What follows belongs to an exercise in optimizing a design on an open flow for a short achievable clock period and few clock cycles; a production flow would make more cautious choices. In this exercise RTL edits were held to simulation tests only and were not proved equivalent to the original. Power is estimated from default activity; no workload was simulated.

## config.mk

```make
export PLATFORM = sky130hd
export DESIGN_NAME = cpu_top
export DESIGN_NICKNAME = cpu_top
export VERILOG_FILES = /design/flow/design.v
export SDC_FILE = /design/flow/constraint.sdc
export NUM_CORES = 4
export LEC_CHECK = 0
export ABC_CLOCK_PERIOD_IN_PS = 6000
export CAP_MARGIN = 20
export CORE_MARGIN = 2
export CORE_UTILIZATION = 40
export SETUP_SLACK_MARGIN = 1.5
export SLEW_MARGIN = 20
```

## constraint.sdc

```tcl
create_clock -name core_clock -period 9.0 [get_ports {clk}]
set_input_delay 1.8000 -clock core_clock [delete_from_list [all_inputs] [get_ports {clk}]]
set_output_delay 1.8000 -clock core_clock [all_outputs]
set_load 0.01 [all_outputs]
```

## design.v

```verilog
package cpu_pkg;
    localparam int DATA_W    = 8;   
    localparam int PC_W      = 8;   
    localparam int INSTR_W   = 9;   
endpackage
module instruction_memory #(
    parameter int K  = 8,    
    parameter int NP = 3     
) (
    input  logic                clk,
    input  logic                we,       
    input  logic [7:0]          waddr,
    input  logic [8:0]          wdata,
    input  logic [NP*8-1:0]     raddr,    
    output logic [NP*K*9-1:0]   rdata,    
    output logic [K*9-1:0]      zw        
);
    localparam int LK = $clog2(K);
    localparam int NR = 256 / K;           
    logic [NP*K*9-1:0] bo;                 
    logic [NP*(8-LK)-1:0] r0, r1;          
    for (genvar p = 0; p < NP; p++) begin : g_row
        assign r0[p*(8-LK) +: 8-LK] = raddr[p*8+LK +: 8-LK];
        assign r1[p*(8-LK) +: 8-LK] = raddr[p*8+LK +: 8-LK] + 1'b1;
    end
    for (genvar m = 0; m < K; m++) begin : g_bank
        logic [8:0] mem [0:NR-1];
        always_ff @(posedge clk) begin
            if (we && waddr[LK-1:0] == LK'(m)) mem[waddr[7:LK]] <= wdata;
        end
        assign zw[m*9 +: 9] = mem[0];
        for (genvar p = 0; p < NP; p++) begin : g_rd
            logic [7-LK:0] row;
            assign row = (LK'(m) < raddr[p*8 +: LK]) ? r1[p*(8-LK) +: 8-LK] : r0[p*(8-LK) +: 8-LK];
            assign bo[(p*K+m)*9 +: 9] = mem[row];
        end
    end
    for (genvar p = 0; p < NP; p++) begin : g_port
        for (genvar i = 0; i < K; i++) begin : g_slot
            logic [LK-1:0] bs;
            assign bs = raddr[p*8 +: LK] + LK'(i);
            always_comb begin
                rdata[(p*K+i)*9 +: 9] = '0;
                for (int m = 0; m < K; m++) begin
                    if (bs == LK'(m)) rdata[(p*K+i)*9 +: 9] = bo[(p*K+m)*9 +: 9];
                end
            end
        end
    end
endmodule
module data_memory #(
    parameter int NS = 3
) (
    input  logic           clk,
    input  logic [NS-1:0]  we,         
    input  logic [NS*8-1:0] waddr,
    input  logic [NS*8-1:0] wdata,
    input  logic [31:0]    raddr,      
    output logic [31:0]    rdata,
    input  logic [7:0]     host_addr,
    output logic [7:0]     host_rdata
);
    logic [7:0] mem [0:255];
    always_ff @(posedge clk) begin
        for (int k = 0; k < NS; k++) begin
            if (we[k]) mem[waddr[k*8 +: 8]] <= wdata[k*8 +: 8];
        end
    end
    function automatic logic [7:0] fwd(input logic [7:0] ad, input logic [7:0] m,
                                       input logic [NS-1:0] v, input logic [NS*8-1:0] a,
                                       input logic [NS*8-1:0] d);
        logic [7:0] r;
        r = m;
        for (int k = 0; k < NS; k++) begin
            if (v[k] && a[k*8 +: 8] == ad) r = d[k*8 +: 8];
        end
        fwd = r;
    endfunction
    for (genvar p = 0; p < 4; p++) begin : g_rd
        logic [7:0] ad;
        assign ad = raddr[p*8 +: 8];
        assign rdata[p*8 +: 8] = fwd(ad, mem[ad], we, waddr, wdata);
    end
    logic [15:0] hrow, hcol;
    for (genvar i = 0; i < 16; i++) begin : g_hdec
        assign hrow[i] = (host_addr[7:4] == 4'(i));
        assign hcol[i] = (host_addr[3:0] == 4'(i));
    end
    always_comb begin
        host_rdata = '0;
        for (int i = 0; i < 256; i++) begin
            host_rdata = host_rdata | ({8{hrow[i/16] & hcol[i%16]}} & mem[i]);
        end
    end
endmodule
module cpu_top (
    input  logic       clk,
    input  logic       rst_n,
    input  logic       start,        
    input  logic       prog_we,      
    input  logic [7:0] prog_addr,    
    input  logic [8:0] prog_data,    
    input  logic [7:0] host_addr,    
    output logic       done,         
    output logic [7:0] host_rdata    
);
    localparam int K  = 8;                
    localparam int CW = $clog2(K) + 1;    
    localparam int NS = 3;                
    logic           running;
    logic           drain;               
    logic           done_q;
    logic [7:0]     pc;                  
    logic [K*9-1:0] F;                   
    logic [31:0]    R;                   
    logic           idle_ok;             
    logic           xe;                  
    logic           go;                  
    logic [31:0]    Rv;                  
    assign done = done_q;
    assign xe = running | idle_ok;
    assign go = running | start;
    assign Rv = R;                       
    function automatic logic [7:0] sel4(input logic [31:0] v, input logic [1:0] s);
        case (s)
            2'd0:    sel4 = v[7:0];
            2'd1:    sel4 = v[15:8];
            2'd2:    sel4 = v[23:16];
            default: sel4 = v[31:24];
        endcase
    endfunction
    function automatic logic [K-1:0] selk4(input logic [4*K-1:0] v, input logic [1:0] s);
        case (s)
            2'd0:    selk4 = v[0*K +: K];
            2'd1:    selk4 = v[1*K +: K];
            2'd2:    selk4 = v[2*K +: K];
            default: selk4 = v[3*K +: K];
        endcase
    endfunction
    function automatic logic [7:0] pick(input logic [K-1:0] sel, input logic [K*8-1:0] vals);
        logic [7:0] v;
        v = '0;
        for (int i = 0; i < K; i++) v = v | ({8{sel[i]}} & vals[i*8 +: 8]);
        pick = v;
    endfunction
    function automatic logic [7:0] add8(input logic [7:0] x, input logic [7:0] y,
                                        input logic ci);
        logic [8:0] g, p;
        g[0] = ci;
        p[0] = 1'b0;
        g[8:1] = x & y;
        p[8:1] = x ^ y;
        for (int d = 1; d < 9; d = d * 2) begin
            for (int k = 8; k >= d; k--) begin
                g[k] = g[k] | (p[k] & g[k-d]);
                p[k] = p[k] & p[k-d];
            end
        end
        add8 = (x ^ y) ^ g[7:0];
    endfunction
    function automatic logic addz(input logic [7:0] x, input logic [7:0] y);
        addz = ((x ^ y) == {x[6:0] | y[6:0], 1'b0});
    endfunction
    function automatic logic [7:0] alu(input logic [1:0] o, input logic [7:0] a,
                                       input logic [7:0] b);
        case (o)
            2'd0:    alu = add8(a, b, 1'b0);
            2'd1:    alu = add8(a, ~b, 1'b1);
            2'd2:    alu = a & b;
            default: alu = a | b;
        endcase
    endfunction
    logic [K*3-1:0] op;
    logic [K*2-1:0] fa, fb, dst;
    logic [K*8-1:0] cval, boff;
    logic [K-1:0]   is_alu, is_const, is_ld, is_st, is_bz, is_halt, wen;
    logic [K-1:0]   c0;                  
    logic [K-1:0]   cp_op;               
    for (genvar j = 0; j < K; j++) begin : g_dec
        logic [8:0] w;
        logic       li, zr;
        assign w              = F[j*9 +: 9];
        assign op[j*3 +: 3]   = w[8:6];
        assign fa[j*2 +: 2]   = w[5:4];
        assign fb[j*2 +: 2]   = w[3:2];
        assign boff[j*8 +: 8] = {{3{w[4]}}, w[4:0]};
        assign li             = (w[8:6] == 3'd4);
        assign zr             = (w[8:6] == 3'd1) && (w[5:4] == w[3:2]);    
        assign is_const[j]    = li || zr;
        assign c0[j]          = zr || (li && w[5:0] == 6'd0);
        assign cval[j*8 +: 8] = li ? {{2{w[5]}}, w[5:0]} : 8'd0;
        assign is_alu[j]      = !w[8] && !zr;
        assign cp_op[j]       = !w[8] && (w[7:6] != 2'd2);
        assign is_ld[j]       = (w[8:6] == 3'd5);
        assign is_st[j]       = (w[8:6] == 3'd6);
        assign is_bz[j]       = (w[8:6] == 3'd7) && !w[5];
        assign is_halt[j]     = (w[8:6] == 3'd7) &&  w[5];
        assign wen[j]         = !w[8] || li || is_ld[j];
        assign dst[j*2 +: 2]  = li ? 2'd1 : (is_ld[j] ? w[3:2] : w[5:4]);
    end
    logic [4*K-1:0] wx;
    for (genvar i = 0; i < K; i++) begin : g_wx
        for (genvar x = 0; x < 4; x++) begin : g_x
            assign wx[x*K + i] = wen[i] && (dst[i*2 +: 2] == 2'(x));
        end
    end
    logic [K*K-1:0] pa, pb, p1;
    for (genvar j = 0; j < K; j++) begin : g_prod
        logic [4*K-1:0] lw;    
        for (genvar x = 0; x < 4; x++) begin : g_x
            always_comb begin
                logic found;
                found = 1'b0;
                lw[x*K +: K] = '0;
                for (int i = K - 1; i >= 0; i--) begin
                    if (i < j) begin
                        if (wx[x*K + i] && !found) lw[x*K + i] = 1'b1;
                        if (wx[x*K + i]) found = 1'b1;
                    end
                end
            end
        end
        assign pa[j*K +: K] = selk4(lw, fa[j*2 +: 2]);
        assign pb[j*K +: K] = selk4(lw, fb[j*2 +: 2]);
        assign p1[j*K +: K] = lw[1*K +: K];
    end
    logic [K-1:0]   pcopy, is_copy;
    logic [K*K-1:0] ps;                  
    logic [K*2-1:0] fs;                  
    for (genvar j = 0; j < K; j++) begin : g_copy
        logic a0, b0, cb, ca;
        assign a0 = |(pa[j*K +: K] & c0);
        assign b0 = |(pb[j*K +: K] & c0);
        assign pcopy[j] = is_alu[j] && cp_op[j] && (a0 || b0);
        assign cb = is_alu[j] && cp_op[j] && b0 && !(|(pa[j*K +: K] & pcopy));
        assign ca = is_alu[j] && cp_op[j] && (op[j*3 +: 3] != 3'd1) && a0
                    && !(|(pb[j*K +: K] & pcopy)) && !cb;
        assign is_copy[j]   = cb || ca;
        assign ps[j*K +: K] = cb ? pa[j*K +: K] : pb[j*K +: K];
        assign fs[j*2 +: 2] = cb ? fa[j*2 +: 2] : fb[j*2 +: 2];
    end
    logic [K-1:0] ldish;
    for (genvar j = 0; j < K; j++) begin : g_ldish
        assign ldish[j] = is_ld[j] || (is_copy[j] && |(ps[j*K +: K] & is_ld));
    end
    logic [K-1:0] late;
    assign late = is_alu | is_ld;
    logic [K-1:0] stok;
    for (genvar j = 0; j < K; j++) begin : g_stok
        assign stok[j] = !(|pa[j*K +: K]) && !(|(pb[j*K +: K] & late));
    end
    logic [K-1:0] stop, issue;
    logic [K-1:0] bz1, bz2;              
    logic [NS*K-1:0] sts;                
    logic [K-1:0] aft1, aft2;            
    for (genvar j = 0; j < K; j++) begin : g_iss
        logic b1, b2, hb;                
        logic sx;                        
        logic [NS:0] sn;                 
        always_comb begin
            b1 = 1'b0; b2 = 1'b0; hb = 1'b0;
            sx = 1'b0;
            sn = '0;
            sn[0] = 1'b1;
            for (int i = 0; i < j; i++) begin
                for (int k = NS; k >= 1; k--) sn[k] = sn[k] | (sn[k-1] & is_st[i]);
                b2 = b2 | (b1 & is_bz[i]);
                b1 = b1 | is_bz[i];
                hb = hb | is_halt[i];
                sx = sx | (is_st[i] & !stok[i]);
            end
        end
        assign bz1[j]  = is_bz[j] && !b1;
        assign bz2[j]  = is_bz[j] && b1 && !b2;
        for (genvar k = 0; k < NS; k++) begin : g_st
            assign sts[k*K + j] = is_st[j] && sn[k] && !sn[k+1];
        end
        assign aft1[j] = b1;
        assign aft2[j] = b2;
        assign stop[j] = (j > 0 && hb)
                       | (is_ld[j] & (|pa[j*K +: K] | sx))
                       | (is_st[j] & sn[NS])
                       | (is_bz[j] & (b2 | |(p1[j*K +: K] & ldish)))
                       | (is_alu[j] & !is_copy[j] & |(pa[j*K +: K] | pb[j*K +: K]))
                       | (!running & is_halt[j]);    
    end
    always_comb begin
        logic ok;
        ok = xe;
        for (int j = 0; j < K; j++) begin
            ok = ok & !stop[j];
            issue[j] = ok;
        end
    end
    logic [K:0]    csel;
    logic [CW-1:0] cnt;
    always_comb begin
        cnt = '0;
        for (int c = 0; c <= K; c++) begin
            if (c == 0)      csel[c] = !issue[0];
            else if (c == K) csel[c] = issue[K-1];
            else             csel[c] = issue[c-1] & !issue[c];
            if (csel[c]) cnt = cnt | CW'(c);
        end
    end
    logic [31:0]    LDV;                
    logic [K*8-1:0] RN1;                
    logic [K*8-1:0] RES;                
    logic [K*8-1:0] A, B;               
    logic [K-1:0]   z;                  
    logic [K-1:0]   ZN1, ZRES;          
    logic [15:0] eqR;
    for (genvar x = 0; x < 4; x++) begin : g_eqx
        for (genvar y = 0; y < 4; y++) begin : g_eqy
            assign eqR[x*4 + y] = (Rv[x*8 +: 8] == Rv[y*8 +: 8]);
        end
    end
    logic [K*8-1:0] BZv;
    for (genvar j = 0; j < K; j++) begin : g_bz
        assign BZv[j*8 +: 8] = (|pb[j*K +: K]) ? pick(pb[j*K +: K], cval) : sel4(Rv, fb[j*2 +: 2]);
    end
    logic [K*8-1:0] LDX;
    for (genvar j = 0; j < K; j++) begin : g_ldx
        always_comb begin
            logic found;
            found = 1'b0;
            LDX[j*8 +: 8] = sel4(LDV, fa[j*2 +: 2]);
            for (int i = j - 1; i >= 0; i--) begin
                if (is_st[i] && eqR[fa[i*2 +: 2]*4 + fa[j*2 +: 2]] && !found) begin
                    LDX[j*8 +: 8] = BZv[i*8 +: 8];
                    found = 1'b1;
                end
            end
        end
    end
    for (genvar j = 0; j < K; j++) begin : g_ex
        logic [7:0]   ar, br, r;
        logic [1:0]   o;
        logic         zn;
        assign o  = op[j*3 +: 2];
        assign ar = sel4(Rv, fa[j*2 +: 2]);
        assign br = sel4(Rv, fb[j*2 +: 2]);
        assign r  = alu(o, ar, br);
        assign RN1[j*8 +: 8] = is_const[j] ? cval[j*8 +: 8]
                             : (is_ld[j] ? LDX[j*8 +: 8] : r);
        always_comb begin
            case (o)
                2'd0:    zn = addz(ar, br);
                2'd1:    zn = (ar == br);
                2'd2:    zn = ((ar & br) == 8'd0);
                default: zn = ((ar | br) == 8'd0);
            endcase
        end
        assign ZN1[j] = is_const[j] ? (cval[j*8 +: 8] == 8'd0) : zn;
    end
    for (genvar j = 0; j < K; j++) begin : g_cres
        logic [K-1:0] sc;
        assign sc = ps[j*K +: K];
        assign RES[j*8 +: 8] = !is_copy[j] ? RN1[j*8 +: 8]
                             : ((|sc) ? pick(sc, RN1) : sel4(Rv, fs[j*2 +: 2]));
        assign ZRES[j] = !is_copy[j] ? ZN1[j]
                       : ((|sc) ? |(sc & ZN1) : (sel4(Rv, fs[j*2 +: 2]) == 8'd0));
    end
    for (genvar j = 0; j < K; j++) begin : g_view
        logic [K-1:0] sa, sb, s1;
        assign sa = pa[j*K +: K];
        assign sb = pb[j*K +: K];
        assign s1 = p1[j*K +: K];
        assign A[j*8 +: 8] = (|sa) ? pick(sa, RES) : sel4(Rv, fa[j*2 +: 2]);
        assign B[j*8 +: 8] = (|sb) ? pick(sb, RES) : sel4(Rv, fb[j*2 +: 2]);
        assign z[j] = (|s1) ? |(s1 & ZRES) : (Rv[15:8] == 8'd0);
    end
    logic         tk1, tk2;
    logic [K-1:0] exec;
    logic         halt_x;
    logic [7:0]   t1, t2, fall;
    always_comb begin
        logic [7:0] o1, o2;
        logic       k1, k2;
        k1 = 1'b0;
        k2 = 1'b0;
        o1 = '0;
        o2 = '0;
        for (int j = 0; j < K; j++) begin
            o1 = o1 | ({8{bz1[j]}} & add8(8'(j + 1), boff[j*8 +: 8], 1'b0));
            o2 = o2 | ({8{bz2[j]}} & add8(8'(j + 1), boff[j*8 +: 8], 1'b0));
            k1 = k1 | (bz1[j] & issue[j] & z[j]);
            k2 = k2 | (bz2[j] & issue[j] & z[j]);
        end
        tk1  = k1 & go;
        tk2  = k2 & !k1 & go;
        t1   = add8(pc, o1, 1'b0);
        t2   = add8(pc, o2, 1'b0);
        fall = add8(pc, 8'(cnt), 1'b0);
    end
    for (genvar j = 0; j < K; j++) begin : g_x
        assign exec[j] = issue[j] & !(tk1 & aft1[j]) & !(tk2 & aft2[j]);
    end
    assign halt_x = |(exec & is_halt);
    function automatic logic [31:0] final_regs(input logic [K-1:0] lim,
                                               input logic [4*K-1:0] w,
                                               input logic [K*8-1:0] rs,
                                               input logic [31:0] rf);
        logic [31:0] f;
        for (int x = 0; x < 4; x++) begin
            logic [7:0] v;
            logic       found;
            v = '0;
            found = 1'b0;
            for (int i = K - 1; i >= 0; i--) begin
                if (lim[i] && w[x*K + i] && !found) v = v | rs[i*8 +: 8];
                if (lim[i] && w[x*K + i]) found = 1'b1;
            end
            if (!found) v = rf[x*8 +: 8];
            f[x*8 +: 8] = v;
        end
        final_regs = f;
    endfunction
    logic [31:0] RF0, RF1, RF2, RNX;
    assign RF0 = final_regs(issue, wx, RES, Rv);
    assign RF1 = final_regs(issue & ~aft1, wx, RES, Rv);
    assign RF2 = final_regs(issue & ~aft2, wx, RES, Rv);
    assign RNX = tk1 ? RF1 : (tk2 ? RF2 : RF0);
    logic [NS-1:0]   swe;
    logic [NS*8-1:0] swa, swd;
    always_comb begin
        swe = '0;
        swa = '0;
        swd = '0;
        for (int k = 0; k < NS; k++) begin
            for (int j = 0; j < K; j++) begin
                swe[k] = swe[k] | (sts[k*K + j] & exec[j]);
                swa[k*8 +: 8] = swa[k*8 +: 8] | (sts[k*K + j] ? A[j*8 +: 8] : 8'd0);
                swd[k*8 +: 8] = swd[k*8 +: 8] | (sts[k*K + j] ? B[j*8 +: 8] : 8'd0);
            end
        end
    end
    logic [NS-1:0]   pv;
    logic [NS*8-1:0] pwa, pwd;
    always_ff @(posedge clk) begin
        pv  <= swe & {NS{go & rst_n}};
        pwa <= swa;
        pwd <= swd;
    end
    data_memory #(.NS(NS)) i_data_memory (
        .clk        (clk),
        .we         (pv),
        .waddr      (pwa),
        .wdata      (pwd),
        .raddr      (Rv),
        .rdata      (LDV),
        .host_addr  (host_addr),
        .host_rdata (host_rdata)
    );
    logic [3*K*9-1:0] fw;
    logic [K*9-1:0]   zw;
    logic [7:0]       pcn;
    assign pcn = pc + 8'(K);
    instruction_memory #(.K(K), .NP(3)) i_instruction_memory (
        .clk   (clk),
        .we    (prog_we & !running & !drain),
        .waddr (prog_addr),
        .wdata (prog_data),
        .raddr ({t2, t1, pcn}),
        .rdata (fw),
        .zw    (zw)
    );
    logic [2*K*9-1:0] win;
    logic [K*9-1:0]   ffall;
    assign win = {fw[0 +: K*9], F};
    always_comb begin
        ffall = '0;
        for (int c = 0; c <= K; c++) begin
            ffall = ffall | ({K*9{csel[c]}} & win[c*9 +: K*9]);
        end
    end
    logic [K*9-1:0] fidle;
    for (genvar i = 0; i < K; i++) begin : g_byp
        assign fidle[i*9 +: 9] = (prog_we && !running && !drain && prog_addr == 8'(i)) ? prog_data : zw[i*9 +: 9];
    end
    always_ff @(posedge clk) begin
        if (!(xe && go)) begin
            pc <= 8'd0;
            F  <= fidle;
        end else if (tk1) begin
            pc <= t1;
            F  <= fw[K*9 +: K*9];
        end else if (tk2) begin
            pc <= t2;
            F  <= fw[2*K*9 +: K*9];
        end else begin
            pc <= fall;
            F  <= ffall;
        end
        R <= (xe && go) ? RNX : 32'd0;    
        idle_ok <= rst_n & !running & !drain & !start;
    end
    function automatic logic is_hw(input logic [8:0] w);
        is_hw = (w[8:6] == 3'd7) && w[5];
    endfunction
    logic hnext, halt_all;
    assign hnext    = tk1 ? is_hw(fw[K*9 +: 9]) : (tk2 ? is_hw(fw[2*K*9 +: 9]) : is_hw(ffall[0 +: 9]));
    assign halt_all = halt_x | hnext;
    always_ff @(posedge clk) begin
        if (!rst_n) begin
            running <= 1'b0;
            drain   <= 1'b0;
            done_q  <= 1'b0;
        end else if (running) begin
            if (halt_all) begin
                running <= 1'b0;
                drain   <= |swe;
                done_q  <= !(|swe);
            end
        end else if (drain) begin
            drain  <= 1'b0;
            done_q <= 1'b1;
        end else if (start) begin
            running <= 1'b1;
            done_q  <= 1'b0;
        end
    end
endmodule
```

## run.sh

```bash
#!/bin/bash
# synth_recipe.tcl (not shown) runs the flow's synth.tcl, then flattens the netlist and writes it again
# the make line also repeats each setting of config.mk as NAME=value (left out here)
make -C /OpenROAD-flow-scripts/flow DESIGN_CONFIG=/design/flow/config.mk WORK_HOME=/design/flow/orfs CLKGATE_MAP_FILE= SYNTH_SCRIPT=/design/flow/synth_recipe.tcl finish
```

==> results.toml <==
[logic_synthesis]
ys_seq_area_share_pct = 35.0
synthMostInstantiatedCell = "mux4_2"
postSynthAreaPerCell_sq_um = 11.4
post_synth_most_frequent_cells = "mux4_2 (4665), edfxtp_1 (4352), nand2_1 (3432)"
netlist_top_cells_area = "edfxtp_1 (34%), mux4_2 (27%), mux2i_1 (7.5%), nand2_1 (3.3%), o21ai_0 (3.0%)"
synthesis.instances = 33600
syn_nets = 34000
synth_edf_count = 4352
synth_largest_area_cell = "edfxtp_1"
synth_largest_type_area_fraction_pct = 34.0
post_synth_num_cell_types = 131
syn_area_sq_um = 385000
synth.ff_latch_count = 4551
ys_warn_count = 3
ys.flop_type = "edfxtp_1"
postSynth.asyncResetShare_pct = 0

[floorplanning]
floorplan.initialDensity_pct = 40.1
die_w_microns = 985
io_pins = 38
floorplan.rows = 360
chipHeight_microns = 985

[clock_network]
cts_hold_buf = 0
cts_buffers = 556
cts.root.buffer_cell = "clkbuf_16"
cts.sink_count = 4551
cts_max_path_buffers = 5
cts.htree.levels = 6

[global_routing]
first_global_vias = 438000
grt-ovfl-total = 756
grt_first_pass_wirelength_mm = 4830
grt_start_max_net_pins = 149
grt_util_all_layers_pct = 75.8

[placed_design]
dpl.hpwl_mm = 2790
place_area_sq_um = 446000
globalplace.congestion = 1.50
io_buffers = 37

[status]
stop_stage = "global routing"
run_status = "aborted with a tool error"
flow.first_error = "[ERROR GRT-0116] Global routing finished with congestion. Check the congestion regions in the DRC Viewer."
==> through the flow <==
stage | cells | setup slack, ns | power (uW)
after CTS | 50300 | 0.873 | 261000
after floorplan | 33600 | 1.50 | 117000
after detailed placement | 49000 | -1.11 | 231000
after global placement | 49000 | -1.86 | 231000
==> worst max-delay path by stage <==
stage	from	endpoint	slack, ns	cells after the start
detailed placement	F[5]$_DFF_P_	F[42]$_DFF_P_	-1.11	37
CTS	register	R[26]$_SDFFE_PN0P_	0.87	32
floorplan	F[8]$_DFF_P_	drain$_SDFFE_PN0N_	1.50	39
global placement	F[44]$_DFF_P_	F[42]$_DFF_P_	-1.86	38
==> power groups by stage <==
stage / combinational [uW] / clock, uW / sequential, uW
after detailed placement: 204000 / 0 / 27000
after CTS: 211000 / 23300 / 26500
after global placement: 204000 / 0 / 27000
after floorplan: 92100 / 0 / 25100
==> routing by layer <==
layer | overflow | GRT usage [%]
met1 | 31 | 78.4
met2 | 408 | 86.9
met3 | 37 | 65.4
met4 | 271 | 69.3
met5 | 9 | 43.8
==> cell families after synthesis <==
logic type                 Yosys count  share of synthesized area [%]
AOI/OAI and AO/OA                 8506                           14.6
xor gates and xnor gates           458                           1.05
adders and majority gates          281                          0.934
buffers and inverters             3823                           3.91
DFF                               4551                           35.0
muxes                             7640                           35.1
and+or+nand+nor                   8390                           9.34
==> timing repair <==
| item | in CTS |
|---|---|
| pin swaps | 172 |
| setup endpoints to repair | 206 |
| cloned | 33 |
| setup buffers | 225 |
| hold endpoints to repair | 0 |
| resized for setup | 867 |
Testbench counts, summed over its fixed seeds: cycles 14,358.
